Source: an optimization exercise on an open RTL-to-GDS flow (aim: small area and a short achievable clock period). Production flows keep margins and buffers that such runs may drop.
In this exercise RTL edits were held to simulation tests only and were not proved equivalent to the original.
No activity file was given, so power comes from the tool's default toggle rates.

### config.mk
export PLATFORM = sky130hd
export DESIGN_NAME = cpu_top
export DESIGN_NICKNAME = cpu_top
export VERILOG_FILES = /design/flow/design.v
export SDC_FILE = /design/flow/constraint.sdc
export NUM_CORES = 4
export LEC_CHECK = 0
export CAP_MARGIN = 20
export CORE_MARGIN = 2
export CORE_UTILIZATION = 40
export SLEW_MARGIN = 20
### constraint.sdc
create_clock -name core_clock -period 5.5 [get_ports {clk}]
set_input_delay 1.1000 -clock core_clock [delete_from_list [all_inputs] [get_ports {clk}]]
set_output_delay 1.1000 -clock core_clock [all_outputs]
set_load 0.01 [all_outputs]
### design.v
`default_nettype none
package cpu_pkg;
   localparam int XLEN       = 32;
   localparam int REG_COUNT  = 32;
   localparam int REG_ADDR_W = 5;
   localparam int IMM_W      = 16;
   typedef logic [REG_ADDR_W-1:0] reg_addr_t;
   typedef logic [XLEN-1:0]       word_t;
   localparam logic [5:0] OP_RTYPE = 6'h00;
   localparam logic [5:0] OP_XORI  = 6'h01;
   localparam logic [5:0] OP_SUBI  = 6'h02;
   localparam logic [5:0] OP_ADDI  = 6'h03;
   localparam logic [5:0] OP_ORI   = 6'h0C;
   localparam logic [5:0] OP_ANDI  = 6'h0F;
   localparam logic [5:0] OP_LW    = 6'h1E;
   localparam logic [5:0] OP_SW    = 6'h1F;
   localparam logic [5:0] OP_BEQ   = 6'h30;
   localparam logic [5:0] OP_BNE   = 6'h31;
   localparam logic [5:0] FN_XOR = 6'h01;
   localparam logic [5:0] FN_SUB = 6'h02;
   localparam logic [5:0] FN_ADD = 6'h03;
   localparam logic [5:0] FN_OR  = 6'h04;
   localparam logic [5:0] FN_AND = 6'h07;
   localparam logic [5:0] FN_SLT = 6'h36;
   localparam logic [5:0] FN_SLE = 6'h37;
   typedef enum logic [2:0] {
      ALU_XOR = 3'd0,
      ALU_SUB = 3'd1,
      ALU_ADD = 3'd2,
      ALU_OR  = 3'd3,
      ALU_AND = 3'd4
   } alu_op_e;
   typedef enum logic [1:0] {
      SET_NONE = 2'd0,
      SET_LT   = 2'd1,
      SET_LE   = 2'd2
   } set_mode_e;
   typedef struct packed {
      logic [5:0] opcode;
      reg_addr_t  rs;
      reg_addr_t  rt;
      reg_addr_t  rd;
      logic [4:0] shamt;
      logic [5:0] funct;
   } r_fields_t;
   typedef struct packed {
      logic [5:0]       opcode;
      reg_addr_t        rs;
      reg_addr_t        rt;
      logic [IMM_W-1:0] imm;
   } i_fields_t;
   typedef union packed {
      r_fields_t r;
      i_fields_t i;
   } instr_u;
   typedef struct packed {
      word_t     a;
      word_t     b;
      word_t     imm;
      logic      use_imm;
      alu_op_e   alu_op;
      set_mode_e set_mode;
      reg_addr_t dest;
      logic      reg_write;
      logic      mem_read;
      logic      mem_write;
   } id_ex_t;
   typedef struct packed {
      word_t     result;
      word_t     store_data;
      reg_addr_t dest;
      logic      reg_write;
      logic      mem_read;
      logic      mem_write;
   } ex_mem_t;
   typedef struct packed {
      logic      we;
      reg_addr_t dest;
      word_t     data;
   } wb_t;
endpackage
`default_nettype wire
`timescale 1ns/100ps
`default_nettype none
module fetch_unit (
   input  logic            clk,
   input  logic            reset,
   input  logic            branch_taken,
   input  cpu_pkg::word_t  branch_target,
   output cpu_pkg::word_t  imem_addr,
   input  cpu_pkg::word_t  imem_data,
   output cpu_pkg::instr_u instr,
   output cpu_pkg::word_t  pc_next_seq
);
   cpu_pkg::word_t pc_plus4;
   assign pc_plus4 = imem_addr + 32'd4;
   always_ff @(posedge clk) begin
      if (reset) begin
         imem_addr <= '0;
      end else if (branch_taken) begin
         imem_addr <= branch_target;
      end else begin
         imem_addr <= pc_plus4;
      end
   end
   always_ff @(posedge clk) begin
      pc_next_seq <= pc_plus4;
      if (reset) begin
         instr <= '0;
      end else begin
         instr <= imem_data;
      end
   end
endmodule
`default_nettype wire
`timescale 1ns/100ps
`default_nettype none
module register_file (
   input  logic              clk,
   input  cpu_pkg::reg_addr_t rs_addr,
   input  cpu_pkg::reg_addr_t rt_addr,
   output cpu_pkg::word_t    rs_data,
   output cpu_pkg::word_t    rt_data,
   input  cpu_pkg::wb_t      wb
);
   cpu_pkg::word_t regs [cpu_pkg::REG_COUNT];
   always_ff @(posedge clk) begin
      if (wb.we) begin
         regs[wb.dest] <= wb.data;
      end
   end
   always_comb begin
      if (rs_addr == '0) begin
         rs_data = '0;
      end else if (wb.we && (wb.dest == rs_addr)) begin
         rs_data = wb.data;
      end else begin
         rs_data = regs[rs_addr];
      end
   end
   always_comb begin
      if (rt_addr == '0) begin
         rt_data = '0;
      end else if (wb.we && (wb.dest == rt_addr)) begin
         rt_data = wb.data;
      end else begin
         rt_data = regs[rt_addr];
      end
   end
endmodule
`default_nettype wire
`timescale 1ns/100ps
`default_nettype none
module decode_stage (
   input  logic            clk,
   input  logic            reset,
   input  cpu_pkg::instr_u instr,
   input  cpu_pkg::word_t  pc_next_seq,
   input  cpu_pkg::wb_t    wb,
   output logic            branch_taken,
   output cpu_pkg::word_t  branch_target,
   output cpu_pkg::id_ex_t id_ex
);
   cpu_pkg::word_t  rs_data;
   cpu_pkg::word_t  rt_data;
   cpu_pkg::word_t  imm_ext;
   logic   is_beq;
   logic   is_bne;
   cpu_pkg::id_ex_t id_ex_next;
   register_file u_regs (
      .clk     (clk),
      .rs_addr (instr.r.rs),
      .rt_addr (instr.r.rt),
      .rs_data (rs_data),
      .rt_data (rt_data),
      .wb      (wb)
   );
   assign imm_ext = {{(cpu_pkg::XLEN-cpu_pkg::IMM_W){instr.i.imm[cpu_pkg::IMM_W-1]}}, instr.i.imm};
   always_comb begin
      id_ex_next           = '0;
      id_ex_next.a         = rs_data;
      id_ex_next.b         = rt_data;
      id_ex_next.imm       = imm_ext;
      id_ex_next.alu_op    = cpu_pkg::ALU_ADD;
      id_ex_next.set_mode  = cpu_pkg::SET_NONE;
      id_ex_next.dest      = instr.i.rt;
      is_beq               = 1'b0;
      is_bne               = 1'b0;
      case (instr.r.opcode)
         cpu_pkg::OP_RTYPE: begin
            id_ex_next.dest      = instr.r.rd;
            id_ex_next.reg_write = 1'b1;
            case (instr.r.funct)
               cpu_pkg::FN_XOR: id_ex_next.alu_op = cpu_pkg::ALU_XOR;
               cpu_pkg::FN_SUB: id_ex_next.alu_op = cpu_pkg::ALU_SUB;
               cpu_pkg::FN_ADD: id_ex_next.alu_op = cpu_pkg::ALU_ADD;
               cpu_pkg::FN_OR:  id_ex_next.alu_op = cpu_pkg::ALU_OR;
               cpu_pkg::FN_AND: id_ex_next.alu_op = cpu_pkg::ALU_AND;
               cpu_pkg::FN_SLT: begin
                  id_ex_next.alu_op   = cpu_pkg::ALU_SUB;
                  id_ex_next.set_mode = cpu_pkg::SET_LT;
               end
               cpu_pkg::FN_SLE: begin
                  id_ex_next.alu_op   = cpu_pkg::ALU_SUB;
                  id_ex_next.set_mode = cpu_pkg::SET_LE;
               end
               default: id_ex_next.reg_write = 1'b0;
            endcase
         end
         cpu_pkg::OP_XORI, cpu_pkg::OP_SUBI, cpu_pkg::OP_ADDI, cpu_pkg::OP_ORI, cpu_pkg::OP_ANDI: begin
            id_ex_next.use_imm   = 1'b1;
            id_ex_next.reg_write = 1'b1;
            case (instr.i.opcode)
               cpu_pkg::OP_XORI: id_ex_next.alu_op = cpu_pkg::ALU_XOR;
               cpu_pkg::OP_SUBI: id_ex_next.alu_op = cpu_pkg::ALU_SUB;
               cpu_pkg::OP_ORI:  id_ex_next.alu_op = cpu_pkg::ALU_OR;
               cpu_pkg::OP_ANDI: id_ex_next.alu_op = cpu_pkg::ALU_AND;
               default: id_ex_next.alu_op = cpu_pkg::ALU_ADD;
            endcase
         end
         cpu_pkg::OP_LW: begin
            id_ex_next.use_imm   = 1'b1;
            id_ex_next.reg_write = 1'b1;
            id_ex_next.mem_read  = 1'b1;
         end
         cpu_pkg::OP_SW: begin
            id_ex_next.use_imm   = 1'b1;
            id_ex_next.mem_write = 1'b1;
         end
         cpu_pkg::OP_BEQ: is_beq = 1'b1;
         cpu_pkg::OP_BNE: is_bne = 1'b1;
         default: ;
      endcase
   end
   assign branch_taken  = (is_beq && (rs_data == rt_data)) ||
                          (is_bne && (rs_data != rt_data));
   assign branch_target = pc_next_seq + {imm_ext[cpu_pkg::XLEN-3:0], 2'b00};
   always_ff @(posedge clk) begin
      id_ex <= id_ex_next;
      if (reset) begin
         id_ex.reg_write <= 1'b0;
         id_ex.mem_read  <= 1'b0;
         id_ex.mem_write <= 1'b0;
      end
   end
endmodule
`default_nettype wire
`timescale 1ns/100ps
`default_nettype none
module execute_stage (
   input  logic             clk,
   input  logic             reset,
   input  cpu_pkg::id_ex_t  id_ex,
   output cpu_pkg::ex_mem_t ex_mem
);
   cpu_pkg::word_t       op_b;
   logic [cpu_pkg::XLEN:0] sub_full;
   cpu_pkg::word_t       diff;
   logic        no_borrow;
   cpu_pkg::word_t       alu_out;
   cpu_pkg::ex_mem_t     ex_mem_next;
   assign op_b = id_ex.use_imm ? id_ex.imm : id_ex.b;
   assign sub_full  = {1'b0, id_ex.a} + {1'b0, ~op_b} + {{cpu_pkg::XLEN{1'b0}}, 1'b1};
   assign diff      = sub_full[cpu_pkg::XLEN-1:0];
   assign no_borrow = sub_full[cpu_pkg::XLEN];
   always_comb begin
      case (id_ex.alu_op)
         cpu_pkg::ALU_XOR: alu_out = id_ex.a ^ op_b;
         cpu_pkg::ALU_SUB: alu_out = diff;
         cpu_pkg::ALU_ADD: alu_out = id_ex.a + op_b;
         cpu_pkg::ALU_OR:  alu_out = id_ex.a | op_b;
         cpu_pkg::ALU_AND: alu_out = id_ex.a & op_b;
         default: alu_out = id_ex.a + op_b;
      endcase
   end
   always_comb begin
      ex_mem_next            = '0;
      ex_mem_next.store_data = id_ex.b;
      ex_mem_next.dest       = id_ex.dest;
      ex_mem_next.reg_write  = id_ex.reg_write;
      ex_mem_next.mem_read   = id_ex.mem_read;
      ex_mem_next.mem_write  = id_ex.mem_write;
      case (id_ex.set_mode)
         cpu_pkg::SET_LT:  ex_mem_next.result = {{(cpu_pkg::XLEN-1){1'b0}}, ~no_borrow};
         cpu_pkg::SET_LE:  ex_mem_next.result = {{(cpu_pkg::XLEN-1){1'b0}}, ~no_borrow | (diff == '0)};
         default: ex_mem_next.result = alu_out;
      endcase
   end
   always_ff @(posedge clk) begin
      ex_mem <= ex_mem_next;
      if (reset) begin
         ex_mem.reg_write <= 1'b0;
         ex_mem.mem_read  <= 1'b0;
         ex_mem.mem_write <= 1'b0;
      end
   end
endmodule
`default_nettype wire
`timescale 1ns/100ps
`default_nettype none
module result_stage (
   input  logic             clk,
   input  logic             reset,
   input  cpu_pkg::ex_mem_t ex_mem,
   output cpu_pkg::word_t   mem_addr,
   output cpu_pkg::word_t   mem_wdata,
   output logic             mem_write,
   output logic             mem_read,
   input  cpu_pkg::word_t   mem_rdata,
   output cpu_pkg::wb_t     wb
);
   assign mem_addr  = ex_mem.result;
   assign mem_wdata = ex_mem.store_data;
   assign mem_write = ex_mem.mem_write;
   assign mem_read  = ex_mem.mem_read;
   always_ff @(posedge clk) begin
      wb.dest <= ex_mem.dest;
      if (ex_mem.mem_read) begin
         wb.data <= mem_rdata;
      end else begin
         wb.data <= ex_mem.result;
      end
      if (reset) begin
         wb.we <= 1'b0;
      end else begin
         wb.we <= ex_mem.reg_write;
      end
   end
endmodule
`default_nettype wire
`timescale 1ns/100ps
`default_nettype none
module cpu_top (
   input  logic           clk,
   input  logic           reset,
   output cpu_pkg::word_t imem_addr,
   input  cpu_pkg::word_t imem_data,
   output cpu_pkg::word_t mem_addr,
   output cpu_pkg::word_t mem_wdata,
   output logic           mem_write,
   output logic           mem_read,
   input  cpu_pkg::word_t mem_rdata
);
   cpu_pkg::instr_u  instr;
   cpu_pkg::word_t   pc_next_seq;
   cpu_pkg::word_t   branch_target;
   logic    branch_taken;
   cpu_pkg::id_ex_t  id_ex;
   cpu_pkg::ex_mem_t ex_mem;
   cpu_pkg::wb_t     wb;
   fetch_unit u_fetch (
      .clk           (clk),
      .reset         (reset),
      .branch_taken  (branch_taken),
      .branch_target (branch_target),
      .imem_addr     (imem_addr),
      .imem_data     (imem_data),
      .instr         (instr),
      .pc_next_seq   (pc_next_seq)
   );
   decode_stage u_decode (
      .clk           (clk),
      .reset         (reset),
      .instr         (instr),
      .pc_next_seq   (pc_next_seq),
      .wb            (wb),
      .branch_taken  (branch_taken),
      .branch_target (branch_target),
      .id_ex         (id_ex)
   );
   execute_stage u_execute (
      .clk    (clk),
      .reset  (reset),
      .id_ex  (id_ex),
      .ex_mem (ex_mem)
   );
   result_stage u_result (
      .clk       (clk),
      .reset     (reset),
      .ex_mem    (ex_mem),
      .mem_addr  (mem_addr),
      .mem_wdata (mem_wdata),
      .mem_write (mem_write),
      .mem_read  (mem_read),
      .mem_rdata (mem_rdata),
      .wb        (wb)
   );
endmodule
`default_nettype wire
### run.sh
#!/bin/bash
# synth_recipe.tcl (not shown) runs the flow's synth.tcl, then flattens the netlist and writes it again
# the make line also repeats each setting of config.mk as NAME=value (left out here)
make -C /OpenROAD-flow-scripts/flow DESIGN_CONFIG=/design/flow/config.mk WORK_HOME=/design/flow/orfs CLKGATE_MAP_FILE= SYNTH_SCRIPT=/design/flow/synth_recipe.tcl finish
==> reports/metrics.cfg <==
[status]
status=complete, no violations

[synthesis]
async_flop_share_pct=0
synth_cell_types=86
ys.flop_type=edfxtp_1
synthCells=4166
synth_edf_count=1024
syn_area_mm2=0.0642
synth-seq-cells=1324
synth_warnings=5
syn-num-nets=4393
synth_area_per_cell_um2=15.4
ys_seq_area_share_pct=57.2

[setup_path]
crit_path_cell_trace=buf_4 > mux2i_1 > ha_1 > o21bai_1 > a21oi_1 > o21ai_0 > a2111oi_0 > buf_4 > o211ai_1 > nand3_1 > o311ai_0 > a2111oi_0 > a211oi_1 > nand3_1 > o21ai_0
cp_data_required_time_ns=6.18
cp_max_fo=15
cp-start-kind=flip-flop
critPathKind=flip-flop to flip-flop
cp_slowest_cell=o311ai_0
r2r_cells=15
arrival_ns=5.97
cpPeakStageDelay_ns=0.82
cp-end-kind=flip-flop
reg2reg_slack_ns=0.21

[routing]
ant_nets=0
wl_met1_um=82500
highest_layer=met5
route.met2.wl_um=101000
drt_iter0_drc=5489
drcViolationCount=0
wl_per_cell_um=32.5
vias=41229
drt-total-wl_um=214000
route.met3.wl_um=21200
drt-pass1-iter-count=6
avgViaCountPerCell=6.25

[power_and_ir_drop]
peakVddDrop_mv=0.362
p_per_area_mw_per_mm2=372
cellLeakagePower_nw=24.7

[timing]
timing.final.crit_period_ns=5.29
max_freq_ghz=0.189
slew_headroom_pct=18.5
hold_viol=0
rsz0062_at_grt=false
final-setup-viol-count=0
setup_tns_ns=0
hold_ws_ns=0.327
timing.final.ws_setup_ns=0.211
slew_viol_final=0
skew_ns=0.0271
worst_pin_slew_ns=1.22
finalCritPeriodShare_pct=96.2

[clocking]
cts_tree=done
htree_levels=4
clockBufferDepth=3
postCtsSetupBuffers=0
cts_resized=0
path_clk_slew_ns=0.06
cts_root_buffer=clkbuf_16
clock_latency_ns=0.79
cts.sinks=1324
holdBufCountCts=0
cts_inserted_buffers=140

[layout]
area_growth_pct=14.8
multiInputGateArea_mm2=0.0254
layout.nets=4613
postLayoutCoreUtil_pct=46.1
drive_gt1_share_pct=24.9
fill_cells=13759
final-seq-area_mm2=0.0368

[placed_design]
io_buffers=163
hpwlAfterDp_um=142000
gp_congestion=0.924
dp_slack_ns=0.413

[global_route]
track_usage_pct=25.9
grt_max_degree=53
antenna_found_initial=8
grt_pass1_vias=40364
grt-ovfl-total=0
grt_first_pass_wirelength_um=302000

[floorplanning]
placementRows=147
initial_core_util_pct=40.1
dieHeight_um=405
core_mm2=0.160
die_w_um=405
io_pins=164
die_area_mm2=0.164

[hold_path]
min_path_cells=0
hold_path.class=flip-flop to flip-flop

[run]
max-cap-violations=0

## layout make-up
cell class | instances | share of cell area (%)
well taps | 2086 | 3.54
repair buffers | 399 | 5.13
flip-flops and latches | 1324 | 49.9
multi-input cells | 2378 | 34.4
clock inverters | 81 | 1.10
clock buffers | 177 | 5.17
inverters | 143 | 0.728
diodes | 4 | 0.0136
## stage by stage
step	std cells	cell area [µm²]	power (mW)
after global routing	6588	73700	28.3
after global placement	6329	69100	17.9
after floorplan	4166	64200	15.8
final	6592	73700	27.5
after CTS	6587	73700	27.5
after detailed placement	6329	69100	18.0
## state kept, by name, indices dropped and copies added, names as in the netlist
register and flops:
u_decode.id_ex 94, u_result.wb 38, u_decode.u_regs.regs 1024, u_execute.ex_mem 72
u_fetch.instr 32, u_fetch.pc_next_seq 32, u_fetch.imem_addr 32
## synthesized netlist by cell type (23+ instances only)
master / instances / area, µm²
edfxtp_1: 1024 / 30700
mux4_2: 522 / 11800
dfxtp_1: 300 / 6010
a21oi_1: 194 / 971
ha_1: 158 / 1980
nand2_1: 146 / 548
nor2_1: 140 / 526
mux2i_1: 138 / 1380
inv_1: 135 / 507
clkbuf_1: 119 / 447
o21ai_0: 112 / 561
xnor2_1: 93 / 815
buf_4: 88 / 661
nor2b_1: 82 / 513
buf_2: 68 / 340
nand3_1: 64 / 320
o22ai_1: 59 / 369
mux2_2: 54 / 608
nor3_1: 54 / 270
xor2_1: 47 / 412
a211oi_1: 41 / 308
a22oi_1: 32 / 240
o211ai_1: 28 / 210
nand2b_1: 25 / 156
a221o_1: 24 / 240
buf_1: 23 / 86.3
## worst max-delay path, delay by kind of cell (launching register included)
family	cells	cell delay (ns)
simple gates	2	0.23
mux	1	0.40
compound gates	9	3.24
flops	1	0.39
buf+inv	2	0.56
fa+ha+maj	1	0.35
## layout by cell type, fill, tap and decap left out, types with 24 or more instances in the layout
cell             synthesis  layout
a211oi_1                41      41
a21oi_1                194     194
nand2_1                146     146
o21ai_0                112     111
ha_1                   158     158
xnor2_1                 93      93
buf_4                   88     205
o22ai_1                 59      59
mux4_2                 522     522
a221o_1                 24      24
dfxtp_1                300     280
clkbuf_16                0     143
nand2b_1                25      25
edfxtp_1              1024    1024
clkinv_2                 0      25
nor3_1                  54      53
nor2_4                   1      33
inv_1                  135     135
nor2b_1                 82      80
buf_12                   4      30
nand3_1                 64      64
o211ai_1                28      28
mux2i_1                138     138
clkdlybuf4s50_1          0     162
mux2_2                  54      54
nor2_1                 140     107
a22oi_1                 32      32
xor2_1                  47      47
## layer usage
metal	up-vias	GRT usage, %
li1	17038	-
met1	21268	34.4
met2	2466	41.6
met3	455	5.18
met4	2	11.0
met5	-	0
## power by group
part | internal (mW) | switching (mW) | total [mW]
Sequential | 12.3 | 0.794 | 13.1
Clock | 5.45 | 4.12 | 9.58
Combinational | 1.80 | 3.03 | 4.82
Total | 19.5 | 7.94 | 27.5
## kinds of logic after synthesis
kind of cell | synth area share, %
DFF | 57.2
muxes | 21.6
AOI/OAI and AO/OA | 7.32
and+or+nand+nor | 5.09
buffers and inverters | 3.69
adders and majority gates | 3.17
xor gates and xnor gates | 1.91
## worst paths after layout
check / start / to
min: u_decode.id_ex[7]$_DFF_P_ / u_execute.ex_mem[7]$_DFF_P_
max: u_decode.id_ex[13]$_DFF_P_ / u_execute.ex_mem[40]$_DFF_P_
max reg2reg: u_decode.id_ex[13]$_DFF_P_ / u_execute.ex_mem[40]$_DFF_P_
min reg2reg: u_decode.id_ex[7]$_DFF_P_ / u_execute.ex_mem[7]$_DFF_P_

-- afterwards: timing with drivers on the ports --
Ports are ideal in the flow. The routed layout listed here was re-timed in OpenROAD. Step 1 sets driving cells, clkbuf_16 on the clock port and buf_2 on the other inputs (assumed; they add their load-dependent delay and slew). Step 2 moves the port delays by t, midway between the first and last clock arrival at a register: inputs arrive t later, outputs are due t later. That takes back most of the time a late clock gives input paths. Three values: ideal, step 1, step 2; two values: the first two.
t, ns: 0.859
slack for setup (ns): 0.211 / 0.211 / 0.211
worst data-port slew with drivers (ns): 0.06
After both steps this run still meets setup and hold. The setup slack of this run moves by 0.000 ns with the drivers and by 0.000 ns with both steps.
